Context: an optimization exercise on an open-source flow, tuned for small area and a short achievable clock period. The choices shown serve that exercise and are no tape-out recipe. RTL that was checked went through simulation tests only; none was proved equivalent to the original. No activity file was given, so power comes from the tool's default toggle rates. The clock port is modelled as an ideal driver; clocking choices that lean on that would not hold on a real chip.

==> build 63: inputs <==
==> flow/design.v <==
module integral_image_engine #(
    parameter int IMG_W  = 160,
    parameter int IMG_H  = 120,
    parameter int PIX_W  = 4,
    parameter int SUM_W  = 20,
    parameter int ADDR_W = 15
) (
    input  logic              clk,
    input  logic              rst_n,
    input  logic              frame_start,
    input  logic              pix_valid,
    input  logic [PIX_W-1:0]  pix_data,
    input  logic [1:0]        mode,
    input  logic              arm,
    output logic              wr_en,
    output logic [ADDR_W-1:0] wr_addr,
    output logic [SUM_W-1:0]  wr_data,
    output logic              frame_done,
    output logic              busy,
    output logic              overflow
);
    localparam int XW = (IMG_W > 1) ? $clog2(IMG_W) : 1;
    localparam int YW = $clog2(IMG_H + 1);
    localparam int CW0 = $clog2(IMG_H * ((1 << PIX_W) - 1) + 1);
    localparam int CW  = (CW0 < SUM_W) ? CW0 : SUM_W;
    localparam int CHW = CW - PIX_W;
    localparam logic [XW-1:0] X_LAST = XW'(IMG_W - 1);
    localparam logic [YW-1:0] Y_LAST = YW'(IMG_H - 1);
    localparam logic [1:0] MODE_CONT   = 2'b00;
    localparam logic [1:0] MODE_SINGLE = 2'b01;
    logic [XW-1:0]     x;
    logic [YW-1:0]     y;
    logic              in_frame;
    logic              capture;
    logic              armed;
    logic              x_nz;        
    logic              y_nz;        
    logic [(IMG_W-1)*CW-1:0] sr;
    logic [CW-1:0]           above;
    logic              decision;
    logic              cap_now;
    logic              accept;
    logic              x_first, y_first, x_last, y_last;
    logic              last_pix;
    logic              in_frame_next;
    logic [ADDR_W-1:0] cur_addr;
    logic [SUM_W-1:0]  base;       
    logic [SUM_W-1:0]  acc_q;      
    logic [ADDR_W-1:0] addr_q;     
    logic [SUM_W-1:0]  acc;        
    logic [SUM_W-1:0]  base16;     
    logic [SUM_W-1:0]  ii;
    logic [CHW-1:0]    above_hi_inc;
    logic [CW-1:0]     col_new;
    logic [ADDR_W-1:0] addr_inc, addr_c;
    logic [XW-1:0]     x_inc, x_c;
    logic [YW-1:0]     y_inc, y_c;
    logic [CHW-1:0]    above_hi, above_c;
    logic [SUM_W-1:0]  b_op, b_g, b_p, b_c;         
    logic [SUM_W-1:0]  s_op, k_op, s_g, s_p, s_c;   
    localparam logic [SUM_W-1:0] K16 = SUM_W'(1 << PIX_W);
    integral_image_prefix #(.W(ADDR_W), .GW(1)) u_addr_c (
        .g(addr_q[0]), .p(addr_q), .c(addr_c));
    assign addr_inc = addr_q ^ {addr_c[ADDR_W-2:0], 1'b1};
    integral_image_prefix #(.W(XW), .GW(1)) u_x_c (
        .g(x[0]), .p(x), .c(x_c));
    assign x_inc = x ^ {x_c[XW-2:0], 1'b1};
    integral_image_prefix #(.W(YW), .GW(1)) u_y_c (
        .g(y[0]), .p(y), .c(y_c));
    assign y_inc = y ^ {y_c[YW-2:0], 1'b1};
    assign above_hi = above[CW-1:PIX_W];
    integral_image_prefix #(.W(CHW), .GW(1)) u_above_c (
        .g(above_hi[0]), .p(above_hi), .c(above_c));
    assign above_hi_inc = above_hi ^ {above_c[CHW-2:0], 1'b1};
    assign acc  = ~x_nz ? '0 : acc_q;
    assign b_op = SUM_W'(above);
    assign b_g  = acc & b_op;
    assign b_p  = acc ^ b_op;
    integral_image_prefix #(.W(SUM_W), .GW(CW)) u_base_c (
        .g(b_g[CW-1:0]), .p(b_p), .c(b_c));
    assign base = b_p ^ {b_c[SUM_W-2:0], 1'b0};
    assign s_op = acc ^ b_op ^ K16;
    assign k_op = ((acc & b_op) | ((acc | b_op) & K16)) << 1;
    assign s_g  = s_op & k_op;
    assign s_p  = s_op ^ k_op;
    integral_image_prefix #(.W(SUM_W), .GW(CW + 1)) u_base16_c (
        .g(s_g[CW:0]), .p(s_p), .c(s_c));
    assign base16 = s_p ^ {s_c[SUM_W-2:0], 1'b0};
    integral_image_pix_add #(.W(SUM_W), .PIX_W(PIX_W)) u_ii_add (
        .pix(pix_data), .restart(frame_start), .lo(base[PIX_W-1:0]),
        .hi(base[SUM_W-1:PIX_W]), .hi_inc(base16[SUM_W-1:PIX_W]), .sum(ii));
    integral_image_pix_add #(.W(CW), .PIX_W(PIX_W)) u_col_add (
        .pix(pix_data), .restart(frame_start), .lo(above[PIX_W-1:0]),
        .hi(above[CW-1:PIX_W]), .hi_inc(above_hi_inc), .sum(col_new));
    always_comb begin
        decision = 1'b0;
        case (mode)
            MODE_CONT:   decision = 1'b1;
            MODE_SINGLE: decision = armed | arm;
            default:     decision = 1'b0;
        endcase
        cap_now = frame_start ? decision : capture;
        accept  = pix_valid & (frame_start | in_frame);
        x_first  = ~x_nz;
        y_first  = ~y_nz;
        x_last   = (x == X_LAST);
        y_last   = (y == Y_LAST);
        last_pix = ~frame_start & x_last & y_last;
        if (accept) in_frame_next = ~last_pix;
        else        in_frame_next = frame_start | in_frame;
        cur_addr = (frame_start | (x_first & y_first)) ? '0 : addr_inc;
    end
    always_ff @(posedge clk) begin
        if (accept) begin
            sr     <= {col_new, sr[(IMG_W-1)*CW-1:CW]};
            acc_q  <= ii;
            addr_q <= cur_addr;
        end
        if (frame_start) begin
            above <= '0;
        end else if (accept) begin
            above <= (y_first & ~x_last) ? '0 : sr[CW-1:0];
        end
    end
    always_ff @(posedge clk or negedge rst_n) begin
        if (!rst_n) begin
            x          <= '0;
            y          <= '0;
            x_nz       <= 1'b0;
            y_nz       <= 1'b0;
            in_frame   <= 1'b0;
            capture    <= 1'b0;
            armed      <= 1'b0;
            wr_en      <= 1'b0;
            wr_addr    <= '0;
            wr_data    <= '0;
            frame_done <= 1'b0;
            busy       <= 1'b0;
            overflow   <= 1'b0;
        end else begin
            if (accept) begin
                if (frame_start) begin
                    x      <= (IMG_W > 1) ? XW'(1) : '0;
                    y      <= (IMG_W > 1) ? '0 : YW'(1);
                    x_nz   <= (IMG_W > 1);
                    y_nz   <= (IMG_W == 1);
                end else if (x_last) begin
                    x      <= '0;
                    y      <= y_inc;
                    x_nz   <= 1'b0;
                    y_nz   <= 1'b1;
                end else begin
                    x      <= x_inc;
                    x_nz   <= 1'b1;
                end
            end else if (frame_start) begin
                x      <= '0;
                y      <= '0;
                x_nz   <= 1'b0;
                y_nz   <= 1'b0;
            end
            wr_addr    <= cur_addr;
            wr_data    <= ii;
            in_frame   <= in_frame_next;
            capture    <= cap_now;
            wr_en      <= accept & cap_now;
            frame_done <= accept & cap_now & last_pix;
            busy       <= cap_now & in_frame_next;
            if (frame_start) begin
                overflow <= 1'b0;
            end else if (pix_valid && !in_frame) begin
                overflow <= 1'b1;
            end
            if (frame_start && (mode == MODE_SINGLE)) begin
                armed <= 1'b0;
            end else if (arm) begin
                armed <= 1'b1;
            end
        end
    end
endmodule
module integral_image_pix_add #(
    parameter int W     = 20,
    parameter int PIX_W = 4
) (
    input  logic [PIX_W-1:0] pix,
    input  logic             restart,
    input  logic [PIX_W-1:0] lo,
    input  logic [W-PIX_W-1:0] hi,
    input  logic [W-PIX_W-1:0] hi_inc,
    output logic [W-1:0]     sum
);
    logic [PIX_W-1:0] g, t;
    logic [PIX_W:0]   c;
    logic             term;
    always_comb begin
        g = lo & pix;
        t = lo ^ pix;
        c = '0;
        for (int i = 1; i <= PIX_W; i++) begin
            for (int j = 0; j < i; j++) begin
                term = g[j];
                for (int k = j + 1; k < i; k++) term = term & t[k];
                c[i] = c[i] | term;
            end
        end
        if (restart)
            sum = W'(pix);
        else
            sum = {c[PIX_W] ? hi_inc : hi, t ^ c[PIX_W-1:0]};
    end
endmodule
module integral_image_prefix #(
    parameter int W  = 20,
    parameter int GW = 20
) (
    input  logic [GW-1:0] g,
    input  logic [W-1:0]  p,
    output logic [W-1:0]  c
);
    logic [W-1:0] gg, pg;
    always_comb begin
        gg = W'(g);
        pg = p;
        for (int d = 1; d < W; d = d * 2) begin
            gg = gg | (pg & (gg << d));
            pg = pg & ((pg << d) | W'((1 << d) - 1));
        end
        c = gg;
    end
endmodule
==> flow/flow/run.sh <==
#!/bin/bash
# Standard ORFS layout; repair aims for a tighter setup target than the clock.
bash standard.sh SETUP_SLACK_MARGIN=6.8 MATCH_CELL_FOOTPRINT=0 finish > standard.log 2>&1
==> flow/standard.sh <==
#!/bin/bash
# synth_recipe.tcl (not shown) runs the flow's synth.tcl, then flattens the netlist and writes it again
# the make line also repeats each setting of config.mk as NAME=value (left out here)
make -C /OpenROAD-flow-scripts/flow DESIGN_CONFIG=/design/flow/config.mk WORK_HOME=/design/flow/orfs CLKGATE_MAP_FILE= SYNTH_SCRIPT=/design/flow/synth_recipe.tcl "${@:-finish}"
==> flow/config.mk <==
export PLATFORM = sky130hd
export DESIGN_NAME = integral_image_engine
export DESIGN_NICKNAME = integral_image_engine
export VERILOG_FILES = /design/flow/design.v
export SDC_FILE = /design/flow/constraint.sdc
export NUM_CORES = 4
export LEC_CHECK = 0
export ABC_CLOCK_PERIOD_IN_PS = 3000
export CAP_MARGIN = 20
export CORE_MARGIN = 2
export CORE_UTILIZATION = 55
export CTS_CLUSTER_DIAMETER = 80
export CTS_CLUSTER_SIZE = 30
export SLEW_MARGIN = 20
export SYNTH_HIERARCHICAL = 1
export SYNTH_MINIMUM_KEEP_SIZE = 0
==> flow/constraint.sdc <==
create_clock -name core_clock -period 10.0 [get_ports {clk}]
set_input_delay 2.0000 -clock core_clock [delete_from_list [all_inputs] [get_ports {clk}]]
set_output_delay 2.0000 -clock core_clock [all_outputs]
set_load 0.01 [all_outputs]
==> inputs of trial 50, as changes to build 63 <==
--- a/flow/design.v
+++ b/flow/design.v
@@ -20,23 +20,25 @@
     output logic              overflow
 );
     localparam int XW = (IMG_W > 1) ? $clog2(IMG_W) : 1;
-    localparam int YW = $clog2(IMG_H + 1);
     localparam int CW0 = $clog2(IMG_H * ((1 << PIX_W) - 1) + 1);
     localparam int CW  = (CW0 < SUM_W) ? CW0 : SUM_W;
     localparam int CHW = CW - PIX_W;
     localparam logic [XW-1:0] X_LAST = XW'(IMG_W - 1);
-    localparam logic [YW-1:0] Y_LAST = YW'(IMG_H - 1);
+    localparam logic [ADDR_W-1:0] A_PRE_LAST = ADDR_W'((IMG_H - 1) * IMG_W - 1);
     localparam logic [1:0] MODE_CONT   = 2'b00;
     localparam logic [1:0] MODE_SINGLE = 2'b01;
     logic [XW-1:0]     x;
-    logic [YW-1:0]     y;
     logic              in_frame;
     logic              capture;
     logic              armed;
     logic              x_nz;        
     logic              y_nz;        
-    logic [(IMG_W-1)*CW-1:0] sr;
-    logic [CW-1:0]           above;
+    logic              y_end;       
+    logic [IMG_W*CW-1:0] sr;
+    logic [CW-1:0]       tail;
+    logic                pend;
+    logic [CW-1:0]       above;
+    logic [CW-1:0]       head_next;
     logic              decision;
     logic              cap_now;
     logic              accept;
@@ -52,9 +54,9 @@
     logic [SUM_W-1:0]  ii;
     logic [CHW-1:0]    above_hi_inc;
     logic [CW-1:0]     col_new;
+    assign head_next = pend ? sr[3*CW-1:2*CW] : sr[2*CW-1:CW];
     logic [ADDR_W-1:0] addr_inc, addr_c;
     logic [XW-1:0]     x_inc, x_c;
-    logic [YW-1:0]     y_inc, y_c;
     logic [CHW-1:0]    above_hi, above_c;
     logic [SUM_W-1:0]  b_op, b_g, b_p, b_c;         
     logic [SUM_W-1:0]  s_op, k_op, s_g, s_p, s_c;   
@@ -65,9 +67,6 @@
     integral_image_prefix #(.W(XW), .GW(1)) u_x_c (
         .g(x[0]), .p(x), .c(x_c));
     assign x_inc = x ^ {x_c[XW-2:0], 1'b1};
-    integral_image_prefix #(.W(YW), .GW(1)) u_y_c (
-        .g(y[0]), .p(y), .c(y_c));
-    assign y_inc = y ^ {y_c[YW-2:0], 1'b1};
     assign above_hi = above[CW-1:PIX_W];
     integral_image_prefix #(.W(CHW), .GW(1)) u_above_c (
         .g(above_hi[0]), .p(above_hi), .c(above_c));
@@ -104,31 +103,35 @@
         x_first  = ~x_nz;
         y_first  = ~y_nz;
         x_last   = (x == X_LAST);
-        y_last   = (y == Y_LAST);
+        y_last   = y_end;
         last_pix = ~frame_start & x_last & y_last;
         if (accept) in_frame_next = ~last_pix;
         else        in_frame_next = frame_start | in_frame;
         cur_addr = (frame_start | (x_first & y_first)) ? '0 : addr_inc;
     end
     always_ff @(posedge clk) begin
+        if (pend) begin
+            sr <= {tail, sr[IMG_W*CW-1:CW]};
+        end
         if (accept) begin
-            sr     <= {col_new, sr[(IMG_W-1)*CW-1:CW]};
+            tail   <= col_new;
             acc_q  <= ii;
             addr_q <= cur_addr;
         end
         if (frame_start) begin
             above <= '0;
         end else if (accept) begin
-            above <= (y_first & ~x_last) ? '0 : sr[CW-1:0];
+            above <= (y_first & ~x_last) ? '0 : head_next;
         end
     end
     always_ff @(posedge clk or negedge rst_n) begin
         if (!rst_n) begin
             x          <= '0;
-            y          <= '0;
+            y_end      <= (IMG_H == 1);
             x_nz       <= 1'b0;
             y_nz       <= 1'b0;
             in_frame   <= 1'b0;
+            pend       <= 1'b0;
             capture    <= 1'b0;
             armed      <= 1'b0;
             wr_en      <= 1'b0;
@@ -141,12 +144,12 @@
             if (accept) begin
                 if (frame_start) begin
                     x      <= (IMG_W > 1) ? XW'(1) : '0;
-                    y      <= (IMG_W > 1) ? '0 : YW'(1);
+                    y_end  <= (IMG_W > 1) ? (IMG_H == 1) : (IMG_H == 2);
                     x_nz   <= (IMG_W > 1);
                     y_nz   <= (IMG_W == 1);
                 end else if (x_last) begin
                     x      <= '0;
-                    y      <= y_inc;
+                    y_end  <= (cur_addr == A_PRE_LAST);
                     x_nz   <= 1'b0;
                     y_nz   <= 1'b1;
                 end else begin
@@ -155,13 +158,14 @@
                 end
             end else if (frame_start) begin
                 x      <= '0;
-                y      <= '0;
+                y_end  <= (IMG_H == 1);
                 x_nz   <= 1'b0;
                 y_nz   <= 1'b0;
             end
             wr_addr    <= cur_addr;
             wr_data    <= ii;
             in_frame   <= in_frame_next;
+            pend       <= accept;
             capture    <= cap_now;
             wr_en      <= accept & cap_now;
             frame_done <= accept & cap_now & last_pix;
==> flow/flow/run.sh (replaced) <==
#!/bin/bash
# Standard ORFS layout; repair aims for a tighter setup target than the clock,
# and clock tree synthesis adds no dummy loads.
bash standard.sh SETUP_SLACK_MARGIN=7.0 MATCH_CELL_FOOTPRINT=0 \
  "CTS_ARGS=-sink_clustering_enable -repair_clock_nets -sink_clustering_size 30 -sink_clustering_max_diameter 80 -dont_use_dummy_load" \
  finish > standard.log 2>&1
==> inputs of build 47, as changes to build 63 <==
--- a/flow/design.v
+++ b/flow/design.v
@@ -20,23 +20,25 @@
     output logic              overflow
 );
     localparam int XW = (IMG_W > 1) ? $clog2(IMG_W) : 1;
-    localparam int YW = $clog2(IMG_H + 1);
     localparam int CW0 = $clog2(IMG_H * ((1 << PIX_W) - 1) + 1);
     localparam int CW  = (CW0 < SUM_W) ? CW0 : SUM_W;
     localparam int CHW = CW - PIX_W;
     localparam logic [XW-1:0] X_LAST = XW'(IMG_W - 1);
-    localparam logic [YW-1:0] Y_LAST = YW'(IMG_H - 1);
+    localparam logic [ADDR_W-1:0] A_PRE_LAST = ADDR_W'((IMG_H - 1) * IMG_W - 1);
     localparam logic [1:0] MODE_CONT   = 2'b00;
     localparam logic [1:0] MODE_SINGLE = 2'b01;
     logic [XW-1:0]     x;
-    logic [YW-1:0]     y;
     logic              in_frame;
     logic              capture;
     logic              armed;
     logic              x_nz;        
     logic              y_nz;        
-    logic [(IMG_W-1)*CW-1:0] sr;
-    logic [CW-1:0]           above;
+    logic              y_end;       
+    logic [IMG_W*CW-1:0] sr;
+    logic [CW-1:0]       tail;
+    logic                pend;
+    logic [CW-1:0]       above;
+    logic [CW-1:0]       head_next;
     logic              decision;
     logic              cap_now;
     logic              accept;
@@ -46,28 +48,24 @@
     logic [ADDR_W-1:0] cur_addr;
     logic [SUM_W-1:0]  base;       
     logic [SUM_W-1:0]  acc_q;      
-    logic [ADDR_W-1:0] addr_q;     
     logic [SUM_W-1:0]  acc;        
     logic [SUM_W-1:0]  base16;     
     logic [SUM_W-1:0]  ii;
     logic [CHW-1:0]    above_hi_inc;
     logic [CW-1:0]     col_new;
+    assign head_next = pend ? sr[3*CW-1:2*CW] : sr[2*CW-1:CW];
     logic [ADDR_W-1:0] addr_inc, addr_c;
     logic [XW-1:0]     x_inc, x_c;
-    logic [YW-1:0]     y_inc, y_c;
     logic [CHW-1:0]    above_hi, above_c;
     logic [SUM_W-1:0]  b_op, b_g, b_p, b_c;         
     logic [SUM_W-1:0]  s_op, k_op, s_g, s_p, s_c;   
     localparam logic [SUM_W-1:0] K16 = SUM_W'(1 << PIX_W);
     integral_image_prefix #(.W(ADDR_W), .GW(1)) u_addr_c (
-        .g(addr_q[0]), .p(addr_q), .c(addr_c));
-    assign addr_inc = addr_q ^ {addr_c[ADDR_W-2:0], 1'b1};
+        .g(wr_addr[0]), .p(wr_addr), .c(addr_c));
+    assign addr_inc = wr_addr ^ {addr_c[ADDR_W-2:0], 1'b1};
     integral_image_prefix #(.W(XW), .GW(1)) u_x_c (
         .g(x[0]), .p(x), .c(x_c));
     assign x_inc = x ^ {x_c[XW-2:0], 1'b1};
-    integral_image_prefix #(.W(YW), .GW(1)) u_y_c (
-        .g(y[0]), .p(y), .c(y_c));
-    assign y_inc = y ^ {y_c[YW-2:0], 1'b1};
     assign above_hi = above[CW-1:PIX_W];
     integral_image_prefix #(.W(CHW), .GW(1)) u_above_c (
         .g(above_hi[0]), .p(above_hi), .c(above_c));
@@ -104,31 +102,34 @@
         x_first  = ~x_nz;
         y_first  = ~y_nz;
         x_last   = (x == X_LAST);
-        y_last   = (y == Y_LAST);
+        y_last   = y_end;
         last_pix = ~frame_start & x_last & y_last;
         if (accept) in_frame_next = ~last_pix;
         else        in_frame_next = frame_start | in_frame;
         cur_addr = (frame_start | (x_first & y_first)) ? '0 : addr_inc;
     end
     always_ff @(posedge clk) begin
+        if (pend) begin
+            sr <= {tail, sr[IMG_W*CW-1:CW]};
+        end
         if (accept) begin
-            sr     <= {col_new, sr[(IMG_W-1)*CW-1:CW]};
+            tail   <= col_new;
             acc_q  <= ii;
-            addr_q <= cur_addr;
         end
         if (frame_start) begin
             above <= '0;
         end else if (accept) begin
-            above <= (y_first & ~x_last) ? '0 : sr[CW-1:0];
+            above <= (y_first & ~x_last) ? '0 : head_next;
         end
     end
     always_ff @(posedge clk or negedge rst_n) begin
         if (!rst_n) begin
             x          <= '0;
-            y          <= '0;
+            y_end      <= (IMG_H == 1);
             x_nz       <= 1'b0;
             y_nz       <= 1'b0;
             in_frame   <= 1'b0;
+            pend       <= 1'b0;
             capture    <= 1'b0;
             armed      <= 1'b0;
             wr_en      <= 1'b0;
@@ -139,14 +140,15 @@
             overflow   <= 1'b0;
         end else begin
             if (accept) begin
+                wr_addr <= cur_addr;
                 if (frame_start) begin
                     x      <= (IMG_W > 1) ? XW'(1) : '0;
-                    y      <= (IMG_W > 1) ? '0 : YW'(1);
+                    y_end  <= (IMG_W > 1) ? (IMG_H == 1) : (IMG_H == 2);
                     x_nz   <= (IMG_W > 1);
                     y_nz   <= (IMG_W == 1);
                 end else if (x_last) begin
                     x      <= '0;
-                    y      <= y_inc;
+                    y_end  <= (cur_addr == A_PRE_LAST);
                     x_nz   <= 1'b0;
                     y_nz   <= 1'b1;
                 end else begin
@@ -155,13 +157,13 @@
                 end
             end else if (frame_start) begin
                 x      <= '0;
-                y      <= '0;
+                y_end  <= (IMG_H == 1);
                 x_nz   <= 1'b0;
                 y_nz   <= 1'b0;
             end
-            wr_addr    <= cur_addr;
             wr_data    <= ii;
             in_frame   <= in_frame_next;
+            pend       <= accept;
             capture    <= cap_now;
             wr_en      <= accept & cap_now;
             frame_done <= accept & cap_now & last_pix;
==> flow/flow/run.sh (replaced) <==
#!/bin/bash
# Standard ORFS layout; repair aims for a tighter setup target than the clock,
# and clock tree synthesis adds no dummy loads.
bash standard.sh SETUP_SLACK_MARGIN=6.8 MATCH_CELL_FOOTPRINT=0 \
  "CTS_ARGS=-sink_clustering_enable -repair_clock_nets -sink_clustering_size 30 -sink_clustering_max_diameter 80 -dont_use_dummy_load" \
  finish > standard.log 2>&1
==> impl_results.md <==
* Top Metal Used: met4
* Met2 wire length at between 30000 and 40000 um
* Clk pwr share at 26.4%
* Non-filler cells in the finished layout at roughly 3900
* Final core occ at between 50 and 60%
* GR Util met3 at around 2.2%
* Storage cell area at roughly 55000 sq um
* Largest fanout on the critical path at 1
* Status: timing/DRC/antenna clean
# the run above: build 47

==> impl_results.md <==
* Top cell category: registers
* Status: timing/DRC/antenna clean
* Non-filler cells in the finished layout at approximately 4000
* Largest fanout on the critical path at 39
* Met2 wire length at approximately 32000 um
* Top Metal Used: met5
* Die ar. at 110000 sq um
* Clk pwr share at around 28%
* Final core occ at about 60%
* GR Util met3 at under 10%
* Crit path DAT at approximately 3700 ps
# the run above: build 63

==> impl_results.md <==
* # fillers at about 7300
* Clk pwr share at about a quarter
* CTS H-tree lvls at 3
* Status: timing/DRC/antenna clean
* Storage cell area at 55500 sq um
* Layout buffering overhead excluding clock cells at around 1.3%
* Port buffer count at approximately 50
* Non-filler cells in the finished layout at between 3000 and 4000
* GR Util met3 at under 10%
* Top Metal Used: met4
* Initial antenna violation count at 1
* CP Depth at 1
# the run above: trial 50

The RTL of build 63 and build 47 was laid out without a check of its function.

[re-timing with driven ports]
In the flow no input, the clock included, has a driving cell. The finished layouts below were timed again as built, in two steps. Step 1, drivers: a clkbuf_16 drives clk and a buf_2 each remaining input, both assumed. Step 2 times the ports against the registers' clock, not the clock port: input delays grow and output delays shrink by t, the midpoint of the rising clock arrivals with the driver on. Slacks: ideal / step 1 / step 2; pairs: ideal / step 1.
run	shift t [ns]	slack for setup (ns)	hold slack, ns	worst setup path after step 2
build 63	0.722	6.733 / 6.692 / 6.017	0.401 / 0.401 / 0.401	input to register
trial 50	0.704	6.812 / 6.749 / 6.320	0.391 / 0.391 / 0.391	input to register
build 47	0.702	6.751 / 6.684 / 6.158	0.383 / 0.383 / 0.383	input to register
After both steps setup and hold are still met in every run listed. For build 63, which loses most, drivers alone change the setup slack by -0.041 ns; drivers and shift together by -0.716 ns.
